Context: an optimization exercise on an open-source flow, tuned for small area, a short achievable clock period and few clock cycles. The choices shown serve that exercise and are no tape-out recipe.
Function was not checked in any run shown here: the RTL went through the layout flow alone.
Power figures rest on the tool's default switching activity, not on a simulated workload.

[flow/design.v]
`timescale 1ns/1ns
module chip8_cpu (
    input  logic        clk,
    input  logic        reset_i,
    output logic        mem_rd_valid_o,
    output logic [11:0] mem_rd_addr_o,
    input  logic        mem_rd_ready_i,
    input  logic [7:0]  mem_rd_data_i,
    output logic        mem_wr_valid_o,
    output logic [19:0] mem_wr_o,
    input  logic        mem_wr_ready_i
);
    logic [11:0] ra_q;
    logic        rv_q;
    logic [7:0]  hb_q;
    logic [15:0] ir_q;
    logic        irv_q;
    logic [11:1] npc_q;
    logic [7:0]  v_q [0:15];
    logic [7:0]  ox_q, oy_q;       
    logic [11:1] st_q [0:15];
    logic [3:0]  sp_q;             
    logic [11:0] i_q;
    logic        wv_q;
    logic [11:0] wa_q;
    logic [11:0] na_q;             
    logic [7:0]  wd_q;
    logic        blk_q;            
    logic        pend_q;           
    logic [3:0]  idx_q;            
    logic [3:0]  last_q;
    logic [7:0]  bv_q;             
    logic [3:0]  op, x, y, n;
    logic [7:0]  kk, vx, vy;
    logic [11:0] nnn;
    assign op  = ir_q[15:12];
    assign x   = ir_q[11:8];
    assign y   = ir_q[7:4];
    assign n   = ir_q[3:0];
    assign kk  = ir_q[7:0];
    assign nnn = ir_q[11:0];
    assign vx  = ox_q;
    assign vy  = oy_q;
    logic [7:0] res;
    logic       flag;
    logic       wx, wf;
    logic       skip;
    logic       sub_x, sub_y;
    logic [7:0] add_a, add_b;
    logic [9:0] add_s;
    assign sub_x = (op == 4'h8) && (n == 4'h7);
    assign sub_y = (op == 4'h8) && (n == 4'h5);
    assign add_a = sub_x ? ~vx : vx;
    assign add_b = (op == 4'h7) ? kk : sub_y ? ~vy : vy;
    assign add_s = {1'b0, add_a, 1'b1} + {1'b0, add_b, sub_x || sub_y};
    always_comb begin
        res  = kk;
        flag = add_s[9];
        wx   = 1'b0;
        wf   = 1'b0;
        case (op)
            4'h6: begin res = kk; wx = 1'b1; end
            4'h7: begin res = add_s[8:1]; wx = 1'b1; end
            4'h8: begin
                wx = 1'b1;
                case (n)
                    4'h0: res = vy;
                    4'h1: res = vx | vy;
                    4'h2: res = vx & vy;
                    4'h3: res = vx ^ vy;
                    4'h4, 4'h5, 4'h7: begin res = add_s[8:1]; wf = 1'b1; end
                    4'h6: begin res = vx >> 1; flag = vx[0]; wf = 1'b1; end
                    4'hE: begin res = vx << 1; flag = vx[7]; wf = 1'b1; end
                    default: wx = 1'b0;
                endcase
            end
            default: ;
        endcase
    end
    logic       eq;
    assign eq = (vx == (op[3] || (op[2] && op[0]) ? vy : kk));
    always_comb begin
        case (op)
            4'h3:    skip = eq;
            4'h4:    skip = !eq;
            4'h5:    skip = (n == 4'h0) && eq;
            4'h9:    skip = (n == 4'h0) && !eq;
            default: skip = 1'b0;
        endcase
    end
    logic is_ret, sys_miss, is_call, is_jv0, is_ldi, is_addi, is_bcd, is_blk, is_store;
    assign is_ret   = (op == 4'h0) && (nnn == 12'h0EE);
    assign sys_miss = (op == 4'h0) && (x == 4'h0) && (kk != 8'hEE);
    assign is_call  = (op == 4'h2);
    assign is_jv0   = (op == 4'hB);
    assign is_ldi   = (op == 4'hA);
    assign is_addi  = (op == 4'hF) && (kk == 8'h1E);
    assign is_bcd   = (op == 4'hF) && (kk == 8'h33);
    assign is_blk   = (op == 4'hF) && (kk == 8'h55);
    assign is_store = is_bcd || is_blk;
    logic hazard, e_hold, e_done, e_redir;
    logic [11:1] e_tgt;
    assign hazard = pend_q && blk_q &&
                    ((wx && (x >= idx_q) && (x <= last_q)) || (wf && (last_q == 4'hF)));
    assign e_hold  = (is_store && pend_q) || hazard;
    assign e_done  = irv_q && !e_hold;
    assign e_redir = e_done && (skip || sys_miss || is_jv0);
    always_comb begin
        if (skip)        e_tgt = npc_q + 11'd1;
        else if (is_jv0) e_tgt = nnn[11:1] + {4'd0, v_q[0][7:1]} + {10'd0, nnn[0] & v_q[0][0]};
        else             e_tgt = npc_q;
    end
    logic lo_fire, hi_fire;
    assign hi_fire = mem_rd_ready_i && !ra_q[0];
    assign lo_fire = mem_rd_ready_i && ra_q[0] && (!irv_q || (e_done && !wx && !wf));
    always_ff @(posedge clk) begin
        if (reset_i) begin
            ra_q  <= 12'h200;
            rv_q  <= 1'b0;
            irv_q <= 1'b0;
        end else begin
            rv_q <= 1'b1;
            if (e_redir) begin
                ra_q <= {e_tgt, 1'b0};
            end else if (hi_fire) begin
                ra_q[0] <= 1'b1;
            end else if (lo_fire) begin
                if (hb_q[7:4] == 4'h1 || hb_q[7:4] == 4'h2)
                    ra_q <= {hb_q[3:0], mem_rd_data_i[7:1], 1'b0};
                else if (hb_q == 8'h00)
                    ra_q <= {st_q[sp_q], 1'b0};
                else
                    ra_q <= {ra_q[11:1] + 11'd1, 1'b0};
            end
            if (e_redir)
                irv_q <= 1'b0;
            else if (lo_fire)
                irv_q <= 1'b1;
            else if (e_done)
                irv_q <= 1'b0;
        end
    end
    always_ff @(posedge clk) begin
        if (hi_fire)
            hb_q <= mem_rd_data_i;
        if (lo_fire) begin
            ir_q  <= {hb_q, mem_rd_data_i};
            npc_q <= ra_q[11:1] + 11'd1;
            ox_q  <= v_q[hb_q[3:0]];
            oy_q  <= v_q[mem_rd_data_i[7:4]];
        end
    end
    always_ff @(posedge clk) begin
        if (e_done) begin
            if (wx) v_q[x] <= res;
            if (wf) v_q[15] <= {7'd0, flag};
            if (is_call) st_q[sp_q + 4'd1] <= npc_q;
        end
    end
    always_ff @(posedge clk) begin
        if (reset_i) begin
            sp_q <= 4'hF;
            i_q  <= 12'd0;
        end else if (e_done) begin
            if (is_call) sp_q <= sp_q + 4'd1;
            if (is_ret)  sp_q <= sp_q - 4'd1;
            if (is_ldi)  i_q <= nnn;
            if (is_addi) i_q <= i_q + {4'd0, vx};
            if (is_blk)  i_q <= i_q + {8'd0, x} + 12'd1;
        end
    end
    logic [7:0] hund, bhund, tens, ones, gbyte;
    assign hund  = (vx >= 8'd200) ? 8'd2 : (vx >= 8'd100) ? 8'd1 : 8'd0;
    assign bhund = (bv_q >= 8'd200) ? 8'd2 : (bv_q >= 8'd100) ? 8'd1 : 8'd0;
    assign tens  = (bv_q / 8'd10) % 8'd10;
    assign ones  = bv_q % 8'd10;
    assign gbyte = blk_q ? v_q[idx_q] : (idx_q[1] ? ones : idx_q[0] ? tens : bhund);
    logic w_fire, out_free, issue;
    assign w_fire   = wv_q && mem_wr_ready_i;
    assign out_free = !wv_q || mem_wr_ready_i;
    assign issue    = e_done && is_store;
    always_ff @(posedge clk) begin
        if (reset_i) begin
            wv_q   <= 1'b0;
            pend_q <= 1'b0;
        end else if (issue) begin
            if (out_free) begin
                wv_q   <= 1'b1;
                pend_q <= is_bcd || (x != 4'h0);
            end else begin
                pend_q <= 1'b1;
            end
        end else if (pend_q && out_free) begin
            wv_q   <= 1'b1;
            pend_q <= (idx_q != last_q);
        end else if (w_fire) begin
            wv_q <= 1'b0;
        end
    end
    always_ff @(posedge clk) begin
        if (issue) begin
            blk_q  <= is_blk;
            last_q <= is_bcd ? 4'd2 : x;
            bv_q   <= vx;
            if (out_free) begin
                wa_q  <= i_q;
                wd_q  <= is_bcd ? hund : v_q[0];
                na_q  <= i_q + 12'd1;
                idx_q <= 4'd1;
            end else begin
                na_q  <= i_q;
                idx_q <= 4'd0;
            end
        end else if (pend_q && out_free) begin
            wa_q  <= na_q;
            wd_q  <= gbyte;
            na_q  <= na_q + 12'd1;
            idx_q <= idx_q + 4'd1;
        end
    end
    assign mem_rd_valid_o = rv_q;
    assign mem_rd_addr_o  = ra_q;
    assign mem_wr_valid_o = wv_q;
    assign mem_wr_o       = {wa_q, wd_q};
endmodule
[flow/constraint.sdc]
create_clock -name core_clock -period 7.0 [get_ports {clk}]
set_input_delay 1.4000 -clock core_clock [delete_from_list [all_inputs] [get_ports {clk}]]
set_output_delay 1.4000 -clock core_clock [all_outputs]
set_load 0.01 [all_outputs]
[flow/config.mk]
export PLATFORM = sky130hd
export DESIGN_NAME = chip8_cpu
export DESIGN_NICKNAME = chip8_cpu
export VERILOG_FILES = /design/flow/design.v
export SDC_FILE = /design/flow/constraint.sdc
export NUM_CORES = 4
export LEC_CHECK = 0
export ABC_AREA = 1
export CAP_MARGIN = 20
export CORE_MARGIN = 2
export CORE_UTILIZATION = 40
export PLACE_DENSITY = 0.6
export SLEW_MARGIN = 20
[flow/run.sh]
#!/bin/bash
# synth_recipe.tcl (not shown) runs the flow's synth.tcl, then flattens the netlist and writes it again
# the make line also repeats each setting of config.mk as NAME=value (left out here)
make -C /OpenROAD-flow-scripts/flow DESIGN_CONFIG=/design/flow/config.mk WORK_HOME=/design/flow/orfs CLKGATE_MAP_FILE= SYNTH_SCRIPT=/design/flow/synth_recipe.tcl finish
==> results of run 1 <==
## registers in the layout, summed over array words and instances, names as in the netlist, 8 cells and up, named ones only
name and count:
ir_q 16, ra_q 12, wd_q 8, na_q 12
wa_q 12, oy_q 8, ox_q 8, hb_q 8
v_q 128, bv_q 8, npc_q 11, i_q 12
st_q 176
## kinds of logic after synthesis
logic type,count (synthesis)
XOR/XNOR,82
AND/OR/NAND/NOR,745
AO/OA/AOI/OAI,796
adder cells (fa/ha/maj),70
flip-flops,440
buffers and inverters,401
multiplexers,38
## critical path, cell delays in order (launching register included)
cell	delay, ns
edfxtp_1	0.59
clkinv_1	0.90
ha_1	0.66
o211ai_1	0.10
nand3_1	0.11
nand2_1	0.08
o22ai_1	0.06
nand3_1	0.07
nand2_1	0.10
nor2_2	0.36
inv_1	0.17
a21oi_2	0.70
clkinv_1	0.53
nor2_1	0.51
nand3_1	0.12
nand2_1	0.08
a21oi_1	0.05
## area by class of cell
cell class | instances | area share
multi-input combinational | 1731 | 0.367
tap | 782 | 0.0360
clock inverter | 28 | 0.0135
clock buffer | 63 | 0.0486
timing repair buffer | 82 | 0.0265
sequential | 440 | 0.470
inverter | 272 | 0.0378
## metrics by stage
stage,utilization,instances,area (µm²),worst slack (ns),hold slack [ns]
2_1_floorplan,-,2572,24300,2.63,0.424
3_3_place_gp,0.422,3305,25500,2.05,0.472
3_5_place_dp,0.423,3306,25500,1.79,0.471
4_1_cts,0.451,3397,27200,1.71,0.485
5_1_grt,0.451,3398,27200,1.20,0.512
6_report,0.451,3398,27200,1.65,0.484
## power by group through the flow
stage,combinational (mW),sequential (mW),clock (mW)
after detailed placement,0.337,2.99,0
final,0.346,2.94,2.70
after floorplan,0.219,2.96,0
after global placement,0.333,2.99,0
after CTS,0.339,2.93,2.73
after global routing,0.378,2.94,2.83
## cells in the final DEF (no fill, tap or decap), drive strengths merged, types with 11 or more instances in the layout
cell type      netlist  final
clkdlybuf4s50        0     43
a221oi              13     13
a21oi              216    216
xor2                67     67
nand2              344    344
o211ai              62     62
a31oi               11     11
o221ai              63     63
dfxtp               43     43
edfxtp             397    397
buf                 16     39
o21ai              346    346
nor2               204    204
nor3                26     26
ha                  65     65
clkinv               7     26
clkbuf             112     63
nand3              145    145
o22ai               40     40
mux2i               38     38
inv                265    267
xnor2               15     15
## worst paths after layout
kind / cells after the start / start / end
max: 16 / idx_q[2] / pend_q
min: 0 / hb_q[5] / ir_q[13]
max reg2reg: 16 / idx_q[2] / pend_q
min reg2reg: 0 / hb_q[5] / ir_q[13]
## routing by layer
metal  up-vias  share of wire  wire [µm]  track usage
met3       228          0.081       6210       0.0366
met4         0          0.050       3820        0.112
met2       994           0.46      35700        0.385
met5         -              0          0            0
met1      9632           0.41      31300        0.319
li1       9240              -          -            -
==> impl_metrics.csv, run 1 <==
group,metric,value,unit
run_status,run_status,"finished clean",
timing,hold_violations,0,
yosys,postSynthAreaPerCell,9.44,µm²
worst_hold_path,hold_class,"reg -> reg",
drt,wire_per_inst,22.7,µm
global_route,grt_overflow_total,0,
floorplan,die_y,250,µm
clock_network,htree_levels,2,
drt,vias,20094,
power,p_int,4.56,mW
power,p_comb_frac,0.058,
yosys,synth_mux_area_frac,0.0157,
drt,route.detailed.drc,0,
cells_and_area,seqCellArea,12800,µm²
yosys,synth_ff_type,"edfxtp_1",
critical_path,worstSetupPathType,"reg -> reg",
clock_network,clk_pin_slew,0.06,ns
drt,viasPerCell,5.91,
global_route,antenna_found_initial,0,
power,power_density,220,nW/µm²
power,leakagePower,10.3,nW
yosys,synth-seq-cells,440,
cells_and_area,multi_input_area,9980,µm²
floorplan,chipWidth,250,µm
cells_and_area,drive_above_1_share,0.0688,
floorplan,core.rowCount,90,
placement,io_buffers,45,
yosys,ys_types,61,
yosys,synth-xor-area-share,0.0296,
timing,fin_crit_sh,0.765,
yosys,synth-compound-area-share,0.191,
yosys,synthTopCellsByArea,"edfxtp_1 49%, o21ai_0 7.0%, nand2_1 5.0%",
placement,place_hpwl,52.1,mm
yosys,yosys-top-cells-count,"397 x edfxtp_1, 342 x o21ai_0, 321 x nand2_1",
clock_network,post_cts_buffers,0,
critical_path,crit_fanout,28,
yosys,ys_async_sr_fraction,0,
cells_and_area,fill_cells,5567,
cells_and_area,diodes,0,
timing,grt_setup_unrepaired,"false",
placement,gp_congestion,0.925,
power,ir_drop,0.000215,V
yosys,synth_top_cell_by_area,"edfxtp_1",
yosys,yosys_warnings,1,
power,switchingPower,1.42,mW
power,seqPwrFrac,0.491,
cells_and_area,syn2layout_area_growth,11.9,%
timing,max_slew_margin,0.193,
timing,worst_pin_slew,1.21,ns
yosys,syn_inst,2572,
floorplan,initial_core_util,0.403,
clock_network,cts_resized,0,
floorplan,io_pins,46,
timing,fmax,187,MHz
drt,dr.pass1.iters,8,
yosys,syn-num-nets,2654,
yosys,yosysTopAreaCellShare,0.491,
clock_network,hold_buffers,0,
clock_network,root_buffer,"clkbuf_16",
global_route,grt_pass1_wl,116,mm
drt,wl,77.0,mm
power,p_sw_frac,0.237,
clock_network,max-clock-path-buffers,3,
timing,skew,0.0710,ns
clock_network,cts_inserted_buffers,50,
power,report.power.total,5.98,mW
drt,ant_nets,0,
cells_and_area,final_nets,2659,
critical_path,worstPathRequired,7.45,ns
floorplan,die-area,62700,µm²
timing,setup_viol,0,
critical_path,critical_path.endpoint_type,"register",
yosys,synth_edf_count,397,
yosys,synth_top_family_by_area,"compound AO/OA/AOI/OAI gates",
critical_path,r2r_slack,1.65,ns
yosys,yosysMostFrequentCell,"edfxtp_1",
timing,final_max_slew_viol_count,0,
floorplan,core_area,60200,µm²
power,power_frac_clock,0.451,
clock_network,cts_tree,"built",
drt,drt_iter0_drc,2387,
yosys,syn_area,24300,µm²
timing,period_needed,5.35,ns
clock_network,clkSinkCount,440,
global_route,grt_max_degree,112,
run,maxCapViolCount,0,
critical_path,cp.arrival,5.80,ns
yosys,yosysSeqAreaShare,0.526,
timing,tns,0,ns
global_route,grt_use_total,0.239,
critical_path,cp-start-kind,"register",
yosys,yosys.area_share.simple,0.135,
clock_network,clk_latency,0.64,ns
global_route,grt_pass1_vias,19108,
yosys,synth_adder_area_share,0.0376,
==> inputs of run 2 (changes only) <==
--- a/flow/config.mk
+++ b/flow/config.mk
@@ -10,4 +10,5 @@
 export CORE_MARGIN = 2
 export CORE_UTILIZATION = 40
 export PLACE_DENSITY = 0.6
+export SETUP_SLACK_MARGIN = 4.0
 export SLEW_MARGIN = 20
==> impl_metrics.csv, run 2 <==
group,metric,value,unit
global_route,grt_pass1_wl,126,mm
global_route,grt_overflow_total,0,
placement,io_buffers,45,
cells_and_area,layout_commonest_cell,"edfxtp_1",
cells_and_area,final_cells,3660,
timing,grt_setup_unrepaired,"true",
drt,wire_per_inst,23.8,µm
clock_network,max-clock-path-buffers,3,
floorplan,io_pins,46,
yosys,syn_inst,2572,
cells_and_area,diodes,0,
yosys,syn_area,24300,µm²
clock_network,clk_latency,0.63,ns
cells_and_area,largest_reg_flops,176,
clock_network,root_buffer,"clkbuf_16",
yosys,syn-num-nets,2654,
global_route,antenna_found_initial,0,
clock_network,hold_buffers,0,
yosys,postSynthAreaPerCell,9.44,µm²
global_route,grt_max_degree,113,
yosys,synth_ff_type,"edfxtp_1",
timing,fin_crit_sh,0.542,
run,maxCapViolCount,0,
timing,period_needed,3.79,ns
critical_path,cp.arrival,4.13,ns
timing,finalWorstSetupSlack,3.21,ns
yosys,ys_async_sr_fraction,0,
power,power_density,196,nW/µm²
clock_network,cts_inserted_buffers,51,
timing,setup_viol,0,
timing,skew,0.0497,ns
yosys,yosysMostFrequentCell,"edfxtp_1",
global_route,grt_use_total,0.263,
floorplan,die-area,62700,µm²
yosys,synth_edf_count,397,
drt,ant_nets,0,
critical_path,crit_fanout,8,
yosys,synth_top_cell_by_area,"edfxtp_1",
critical_path,worstPathRequired,7.34,ns
critical_path,rr_worst_depth,25,
floorplan,initial_core_util,0.403,
worst_hold_path,hold_class,"reg -> reg",
yosys,synth-seq-cells,440,
yosys,ys_types,61,
timing,max_slew_margin,0.314,
clock_network,cts_tree,"built",
critical_path,cp-start-kind,"register",
yosys,yosys_warnings,1,
power,ir_drop,0.000184,V
clock_network,htree_levels,2,
cells_and_area,biggestRegsByFlops,"st_q: 176 flops, v_q: 128 flops, ir_q: 16 flops",
floorplan,chipWidth,250,µm
yosys,yosys-top-cells-count,"397 x edfxtp_1, 342 x o21ai_0, 321 x nand2_1",
drt,vias,21707,
placement,dpl.cell_count,3309,
cells_and_area,final_cell_area,31700,µm²
cells_and_area,syn2layout_area_growth,30.4,%
drt,drt_iter0_drc,2448,
yosys,yosysSeqAreaShare,0.526,
cells_and_area,final_nets,2918,
yosys,yosysTopAreaCellShare,0.491,
placement,gp_congestion,0.911,
run_status,run_status,"finished clean",
timing,hold_violations,0,
cells_and_area,regMostFlops,"st_q",
timing,tns,0,ns
floorplan,die_y,250,µm
critical_path,critical_path.endpoint_type,"register",
drt,viasPerCell,5.93,
cells_and_area,most-common-layout-cells,"397 x edfxtp_1, 308 x o21ai_0, 283 x nand2_1",
timing,worst_pin_slew,1.03,ns
cells_and_area,fill_cells,5139,
clock_network,clkSinkCount,440,
placement,dpl_worst_slack,2.69,ns
cells_and_area,drive_above_1_share,0.234,
critical_path,worstSetupPathType,"reg -> reg",
floorplan,core_area,60200,µm²
placement,place_hpwl,52.7,mm
drt,route.detailed.drc,0,
worst_hold_path,min_path_cells,0,
drt,dr.pass1.iters,6,
clock_network,clk_pin_slew,0.06,ns
drt,wl,87.1,mm
global_route,grt_pass1_vias,20459,
power,leakagePower,12.1,nW
timing,final_max_slew_viol_count,0,
timing,fmax,264,MHz
placement,place_area,25800,µm²
yosys,synthTopCellsByArea,"edfxtp_1 49%, o21ai_0 7.0%, nand2_1 5.0%",
floorplan,core.rowCount,90,
==> run 2: critical path, stage by stage (launching register included) <==
cell and delay, ns:
edfxtp_1 0.41, nor2_2 0.18, inv_2 0.06, nor2_2 0.09
buf_6 0.13, nand2_4 0.06, nor2_4 0.14, inv_2 0.08
a21oi_2 0.13, o21ai_2 0.06, o21a_1 0.15, buf_4 0.14
buf_4 0.13, ha_4 0.24, nand2_1 0.05, o21ai_2 0.16
a21oi_1 0.09, o21bai_1 0.21, nand2_1 0.13, nand2_2 0.10
a21oi_2 0.06, nor2_1 0.14, nand3b_1 0.14, o211ai_1 0.11
buf_4 0.20, buf_8 0.14
==> run 2: metal layers <==
layer / vias to the layer above / GRT usage / share of wire
met4: 0 / 0.120 / 0.052
met2: 1127 / 0.429 / 0.47
met1: 10509 / 0.346 / 0.39
met5: - / 0 / 0
li1: 9789 / - / -
met3: 282 / 0.0406 / 0.087
==> run 2: area by class of cell <==
cell class / instances / area, µm² / share of cell area
clock buffer: 64 / 1370 / 0.0431
multi-input combinational: 1733 / 11500 / 0.363
timing repair buffer: 335 / 3440 / 0.109
sequential: 440 / 12800 / 0.404
clock inverter: 31 / 418 / 0.0132
tap: 782 / 978 / 0.0309
inverter: 272 / 1140 / 0.0361
timing repair inverter: 3 / 21.3 / 0.000672
==> run 2: logic make-up after synthesis <==
kind of cell	after synthesis	synth area share
adders and majority gates	70	0.0376
AOI/OAI and AO/OA	796	0.191
and+or+nand+nor	745	0.135
DFF	440	0.526
buffers and inverters	401	0.0647
xor gates and xnor gates	82	0.0296
muxes	38	0.0157
==> run 2: stage by stage <==
stage,util,hold slack (ns),total power [mW]
3_5_place_dp,0.428,0.465,3.33
2_1_floorplan,-,0.424,3.19
3_3_place_gp,0.427,0.469,3.33
6_report,0.526,0.480,6.22
5_1_grt,0.526,0.500,6.38
4_1_cts,0.496,0.477,6.18
==> run 2: repair_timing <==
action / 4_1_cts / 5_1_grt
gates cloned: 11 / 5
setup buffers: 147 / 92
pin swaps: 88 / 90
endpoints found under the setup margin: 606 / 547
gates resized for setup: 223 / 224
==> run 2: worst paths after layout <==
| check | start | to | slack (ns) |
|---|---|---|---|
| min | hb_q[5] | ir_q[13] | 0.48 |
| max reg2reg | ir_q[12] | v_q[0][6] | 3.21 |
| max | ir_q[12] | v_q[0][6] | 3.21 |
| min reg2reg | hb_q[5] | ir_q[13] | 0.48 |
==> run 2: report_power, final <==
group | switching (mW) | leakage (nW) | internal, mW | total (mW)
registers | 0.0447 | 3.94 | 2.88 | 2.93
logic | 0.312 | 7.35 | 0.188 | 0.500
clock network | 1.13 | 0.858 | 1.66 | 2.79
total | 1.49 | 12.1 | 4.73 | 6.22

-- what the ideal ports hide --
Ports are ideal in the flow. The routed layouts listed here were re-timed in OpenROAD. Step 1, drivers: a clkbuf_16 drives clk and a buf_2 each remaining input, both assumed. Step 2 also shifts input and output timing later by t, the mid clock arrival at the registers, as if the neighbouring blocks saw the same clock. a / b / c = no drivers / after step 1 / after step 2; a / b = the first two.
run | t, ns | slack for setup (ns) | latest minus earliest clock arrival (ns) | slew at the worst register clock pin (ns) | worst slew at a driven data input, ns
run 1 | 0.663 | 1.645 / 1.645 / 1.645 | 0.075 / 0.075 | 0.07 / 0.07 | 0.03
run 2 | 0.671 | 3.209 / 3.209 / 3.209 | 0.050 / 0.050 | 0.07 / 0.07 | 0.03
After both steps every run listed still meets setup and hold.
